Context: an optimization exercise on an open-source flow, tuned for small area. The choices shown serve that exercise and are no tape-out recipe. The RTL was checked by simulation tests, not by an equivalence proof against the original design. No activity file was given, so power comes from the tool's default toggle rates.

==> job 6584: inputs <==
## id_stage_top
module id_stage_top (
	input logic clk,
	input logic rst_n,
	input logic [32-1:0] i_if_instr,
	input logic i_if_valid,
	input logic [64-1:0] i_if_pc,
	input logic i_ex_ready,
	input logic i_ex_branch_taken,
	input logic i_ex_jump_taken,
	input logic i_wb_en,
	input logic [5-1:0] i_wb_addr,
	input logic [64-1:0] i_wb_data,
	output logic o_id_ready,
	output logic [11:0] o_hazard,
	output logic [281:0] o_id2ex
);
	id_pkg::wb_wr_t wb;
	id_pkg::hazard_t hazard;
	id_pkg::id_out_t id2ex;
	assign wb.en = i_wb_en;
	assign wb.addr = i_wb_addr;
	assign wb.data = i_wb_data;
	id_stage u_id_stage (
		.clk(clk),
		.rst_n(rst_n),
		.i_if_instr(i_if_instr),
		.i_if_valid(i_if_valid),
		.i_if_pc(i_if_pc),
		.i_ex_ready(i_ex_ready),
		.i_ex_branch_taken(i_ex_branch_taken),
		.i_ex_jump_taken(i_ex_jump_taken),
		.i_wb(wb),
		.o_id_ready(o_id_ready),
		.o_hazard(hazard),
		.o_id2ex(id2ex)
	);
	assign o_hazard = hazard;
	assign o_id2ex = id2ex;
endmodule
export LEC_CHECK = 0
export CAP_MARGIN = 20
export CELL_PAD_IN_SITES_GLOBAL_PLACEMENT = 1
export CORE_MARGIN = 2
export CORE_UTILIZATION = 35
export PLACE_DENSITY = 0.55
export SETUP_SLACK_MARGIN = 0.06
export SLEW_MARGIN = 20
create_clock -name core_clock -period 4.0 [get_ports {clk}]
standard.sh (not shown) runs the stock make flow with config.mk's settings and CLKGATE_MAP_FILE= SYNTH_SCRIPT=/design/flow/synth_recipe.tcl, a recipe that flattens the netlist after the stock synthesis.
==> flow/flow/run.sh <==
#!/bin/bash
# Standard ORFS layout with these changes:
# - plain buffers (buf_1, instead of the delay cell buffer_ports picks by default) on the ports;
# - the slow OR3/OR4 cells (stacked PMOS) are not used, on top of the platform's don't-use list,
#   so the register file's read trees are built from NAND/NOR/AOI cells.
# - clock tree: clkbuf_16 buffers, clusters of up to 20 sinks within 80 um, no dummy loads.
set -euo pipefail
export BUFFER_PORTS_ARGS="-buffer_cell sky130_fd_sc_hd__buf_1"
platform_dont_use="sky130_fd_sc_hd__probe_p_8 sky130_fd_sc_hd__probec_p_8 sky130_fd_sc_hd__lpflow_bleeder_1 sky130_fd_sc_hd__lpflow_clkbufkapwr_1 sky130_fd_sc_hd__lpflow_clkbufkapwr_16 sky130_fd_sc_hd__lpflow_clkbufkapwr_2 sky130_fd_sc_hd__lpflow_clkbufkapwr_4 sky130_fd_sc_hd__lpflow_clkbufkapwr_8 sky130_fd_sc_hd__lpflow_clkinvkapwr_1 sky130_fd_sc_hd__lpflow_clkinvkapwr_16 sky130_fd_sc_hd__lpflow_clkinvkapwr_2 sky130_fd_sc_hd__lpflow_clkinvkapwr_4 sky130_fd_sc_hd__lpflow_clkinvkapwr_8 sky130_fd_sc_hd__lpflow_decapkapwr_12 sky130_fd_sc_hd__lpflow_decapkapwr_3 sky130_fd_sc_hd__lpflow_decapkapwr_4 sky130_fd_sc_hd__lpflow_decapkapwr_6 sky130_fd_sc_hd__lpflow_decapkapwr_8 sky130_fd_sc_hd__lpflow_inputiso0n_1 sky130_fd_sc_hd__lpflow_inputiso0p_1 sky130_fd_sc_hd__lpflow_inputiso1n_1 sky130_fd_sc_hd__lpflow_inputiso1p_1 sky130_fd_sc_hd__lpflow_inputisolatch_1 sky130_fd_sc_hd__lpflow_isobufsrc_1 sky130_fd_sc_hd__lpflow_isobufsrc_16 sky130_fd_sc_hd__lpflow_isobufsrc_2 sky130_fd_sc_hd__lpflow_isobufsrc_4 sky130_fd_sc_hd__lpflow_isobufsrc_8 sky130_fd_sc_hd__lpflow_isobufsrckapwr_16 sky130_fd_sc_hd__lpflow_lsbuf_lh_hl_isowell_tap_1 sky130_fd_sc_hd__lpflow_lsbuf_lh_hl_isowell_tap_2 sky130_fd_sc_hd__lpflow_lsbuf_lh_hl_isowell_tap_4 sky130_fd_sc_hd__lpflow_lsbuf_lh_isowell_4 sky130_fd_sc_hd__lpflow_lsbuf_lh_isowell_tap_1 sky130_fd_sc_hd__lpflow_lsbuf_lh_isowell_tap_2 sky130_fd_sc_hd__lpflow_lsbuf_lh_isowell_tap_4 "
slow_or=" sky130_fd_sc_hd__or4_1 sky130_fd_sc_hd__or4_2 sky130_fd_sc_hd__or4_4 sky130_fd_sc_hd__or4b_1 sky130_fd_sc_hd__or4b_2 sky130_fd_sc_hd__or4b_4 sky130_fd_sc_hd__or4bb_1 sky130_fd_sc_hd__or4bb_2 sky130_fd_sc_hd__or4bb_4 sky130_fd_sc_hd__or3_1 sky130_fd_sc_hd__or3_2 sky130_fd_sc_hd__or3_4 sky130_fd_sc_hd__or3b_1 sky130_fd_sc_hd__or3b_2 sky130_fd_sc_hd__or3b_4"
export CTS_ARGS="-sink_clustering_enable -repair_clock_nets -dont_use_dummy_load -sink_clustering_size 20 -sink_clustering_max_diameter 80 -buf_list sky130_fd_sc_hd__clkbuf_16"
bash standard.sh DONT_USE_CELLS="$platform_dont_use $slow_or" finish > standard_flow.log 2>&1
==> job 5015: changes against job 6584 <==
==> flow/flow/run.sh (replaced) <==
#!/bin/bash
# Standard ORFS layout with these changes:
# - plain buffers (instead of the delay cell buffer_ports picks by default) on the ports;
# - the slow OR3/OR4 cells (stacked PMOS) are not used, on top of the platform's don't-use list,
#   so the register file's read trees are built from NAND/NOR/AOI cells.
# - clock tree: clkbuf_16 buffers, clusters of up to 16 sinks within 80 um, no dummy loads.
set -euo pipefail
export BUFFER_PORTS_ARGS="-buffer_cell sky130_fd_sc_hd__buf_2"
platform_dont_use="sky130_fd_sc_hd__probe_p_8 sky130_fd_sc_hd__probec_p_8 sky130_fd_sc_hd__lpflow_bleeder_1 sky130_fd_sc_hd__lpflow_clkbufkapwr_1 sky130_fd_sc_hd__lpflow_clkbufkapwr_16 sky130_fd_sc_hd__lpflow_clkbufkapwr_2 sky130_fd_sc_hd__lpflow_clkbufkapwr_4 sky130_fd_sc_hd__lpflow_clkbufkapwr_8 sky130_fd_sc_hd__lpflow_clkinvkapwr_1 sky130_fd_sc_hd__lpflow_clkinvkapwr_16 sky130_fd_sc_hd__lpflow_clkinvkapwr_2 sky130_fd_sc_hd__lpflow_clkinvkapwr_4 sky130_fd_sc_hd__lpflow_clkinvkapwr_8 sky130_fd_sc_hd__lpflow_decapkapwr_12 sky130_fd_sc_hd__lpflow_decapkapwr_3 sky130_fd_sc_hd__lpflow_decapkapwr_4 sky130_fd_sc_hd__lpflow_decapkapwr_6 sky130_fd_sc_hd__lpflow_decapkapwr_8 sky130_fd_sc_hd__lpflow_inputiso0n_1 sky130_fd_sc_hd__lpflow_inputiso0p_1 sky130_fd_sc_hd__lpflow_inputiso1n_1 sky130_fd_sc_hd__lpflow_inputiso1p_1 sky130_fd_sc_hd__lpflow_inputisolatch_1 sky130_fd_sc_hd__lpflow_isobufsrc_1 sky130_fd_sc_hd__lpflow_isobufsrc_16 sky130_fd_sc_hd__lpflow_isobufsrc_2 sky130_fd_sc_hd__lpflow_isobufsrc_4 sky130_fd_sc_hd__lpflow_isobufsrc_8 sky130_fd_sc_hd__lpflow_isobufsrckapwr_16 sky130_fd_sc_hd__lpflow_lsbuf_lh_hl_isowell_tap_1 sky130_fd_sc_hd__lpflow_lsbuf_lh_hl_isowell_tap_2 sky130_fd_sc_hd__lpflow_lsbuf_lh_hl_isowell_tap_4 sky130_fd_sc_hd__lpflow_lsbuf_lh_isowell_4 sky130_fd_sc_hd__lpflow_lsbuf_lh_isowell_tap_1 sky130_fd_sc_hd__lpflow_lsbuf_lh_isowell_tap_2 sky130_fd_sc_hd__lpflow_lsbuf_lh_isowell_tap_4 "
slow_or=" sky130_fd_sc_hd__or4_1 sky130_fd_sc_hd__or4_2 sky130_fd_sc_hd__or4_4 sky130_fd_sc_hd__or4b_1 sky130_fd_sc_hd__or4b_2 sky130_fd_sc_hd__or4b_4 sky130_fd_sc_hd__or4bb_1 sky130_fd_sc_hd__or4bb_2 sky130_fd_sc_hd__or4bb_4 sky130_fd_sc_hd__or3_1 sky130_fd_sc_hd__or3_2 sky130_fd_sc_hd__or3_4 sky130_fd_sc_hd__or3b_1 sky130_fd_sc_hd__or3b_2 sky130_fd_sc_hd__or3b_4"
export CTS_ARGS="-sink_clustering_enable -repair_clock_nets -dont_use_dummy_load -sink_clustering_size 16 -sink_clustering_max_diameter 80 -buf_list sky130_fd_sc_hd__clkbuf_16"
bash standard.sh DONT_USE_CELLS="$platform_dont_use $slow_or" finish > standard_flow.log 2>&1
CELL_PAD_IN_SITES_DETAIL_PLACEMENT = 1   (was unset)
CELL_PAD_IN_SITES_GLOBAL_PLACEMENT = 2   (was 1)
CORE_UTILIZATION = 30   (was 35)
PLACE_DENSITY = 0.35   (was 0.55)
SETUP_SLACK_MARGIN = 0.1   (was 0.06)
==> job 7715: changes against job 6584 <==
--- a/flow/flow/run.sh
+++ b/flow/flow/run.sh
@@ -2,6 +2,6 @@
 # Standard ORFS layout with these changes:
-# - plain buffers (buf_1, instead of the delay cell buffer_ports picks by default) on the ports;
+# - plain buffers (instead of the delay cell buffer_ports picks by default) on the ports;
 # - the slow OR3/OR4 cells (stacked PMOS) are not used, on top of the platform's don't-use list,
 #   so the register file's read trees are built from NAND/NOR/AOI cells.
-# - clock tree: clkbuf_16 buffers, clusters of up to 20 sinks within 80 um, no dummy loads.
+# - clock tree: clkbuf_16 buffers, clusters of up to 16 sinks within 80 um, no dummy loads.
 set -euo pipefail
@@ -10,3 +10,3 @@
 slow_or=" sky130_fd_sc_hd__or4_1 sky130_fd_sc_hd__or4_2 sky130_fd_sc_hd__or4_4 sky130_fd_sc_hd__or4b_1 sky130_fd_sc_hd__or4b_2 sky130_fd_sc_hd__or4b_4 sky130_fd_sc_hd__or4bb_1 sky130_fd_sc_hd__or4bb_2 sky130_fd_sc_hd__or4bb_4 sky130_fd_sc_hd__or3_1 sky130_fd_sc_hd__or3_2 sky130_fd_sc_hd__or3_4 sky130_fd_sc_hd__or3b_1 sky130_fd_sc_hd__or3b_2 sky130_fd_sc_hd__or3b_4"
-export CTS_ARGS="-sink_clustering_enable -repair_clock_nets -dont_use_dummy_load -sink_clustering_size 20 -sink_clustering_max_diameter 80 -buf_list sky130_fd_sc_hd__clkbuf_16"
+export CTS_ARGS="-sink_clustering_enable -repair_clock_nets -dont_use_dummy_load -sink_clustering_size 16 -sink_clustering_max_diameter 80 -buf_list sky130_fd_sc_hd__clkbuf_16"
 bash standard.sh DONT_USE_CELLS="$platform_dont_use $slow_or" finish > standard_flow.log 2>&1
PLACE_DENSITY = 0.5   (was 0.55)
SETUP_SLACK_MARGIN = 0.1   (was 0.06)
==> run summary <==
TritonCTS Buffers: job 5015 179; job 7715 164; job 6584 143
Worst slack, placed: job 5015 725 ps; job 7715 764 ps; job 6584 774 ps
Highest ir drop seen on vdd: job 5015 0.000314 V; job 7715 0.000459 V; job 6584 0.000502 V
Source of the worst hold timing path: job 5015 i_wb_data[46]; job 7715 i_wb_data[32]; job 6584 i_wb_data[56]
Post-place instance area: job 5015 0.0978 sq mm; job 7715 0.0959 sq mm; job 6584 0.0955 sq mm
Post-layout minimum cycle time: job 5015 3970 ps; job 7715 3980 ps; job 6584 4040 ps
Slowest cell delay on critical path: job 5015 720 ps; job 7715 780 ps; job 6584 920 ps
Post-layout util: job 5015 36.8%; job 7715 41.3%; job 6584 40.7%
Post-Route WL: job 5015 561000 um; job 7715 497000 um; job 6584 491000 um
Total placed cells including tap cells: job 5015 9881; job 7715 9262; job 6584 9247
Clock Skew: job 5015 66.5 ps; job 7715 100 ps; job 6584 128 ps
Status: job 5015 no timing/DRC/antenna violations; job 7715 no timing/DRC/antenna violations; job 6584 finished with violations
Layout check failures: job 5015 -; job 7715 -; job 6584 setup timing
Detail-routed net length per standard cell: job 5015 53.6 um; job 7715 51.5 um; job 6584 51.4 um
R2r endpoint: job 5015 u_id_stage.u_regfile.regs[15][19]; job 7715 u_id_stage.u_regfile.regs[2][46]; job 6584 u_id_stage.u_regfile.regs[11][46]

re-timing with driven ports:
How much do the figures lean on ideal ports? The routed layouts below were timed once more, with nothing changed but the port constraints. Step 1 assumes that a clkbuf_16 drives the clock port and a buf_2 every other input. Step 2 also shifts input and output timing later by t, the mid clock arrival at the registers, as if the neighbouring blocks saw the same clock. a / b / c = no drivers / after step 1 / after step 2; a / b = the first two.
| run | t, ns | slack for setup (ns) | worst hold slack (ns) | worst setup path at the end | latest minus earliest clock arrival (ns) | worst data-port slew with drivers (ns) |
|---|---|---|---|---|---|---|
| job 6584 | 0.917 | -0.043 / -0.145 / 0.773 | 0.042 / -0.038 / 0.560 | register to output | 0.131 / 0.131 | 0.16 |
| job 5015 | 0.988 | 0.035 / -0.062 / 0.926 | 0.048 / -0.024 / 0.644 | register to output | 0.080 / 0.081 | 0.07 |
| job 7715 | 0.940 | 0.024 / -0.087 / 0.854 | 0.046 / -0.043 / 0.727 | register to output | 0.121 / 0.121 | 0.07 |
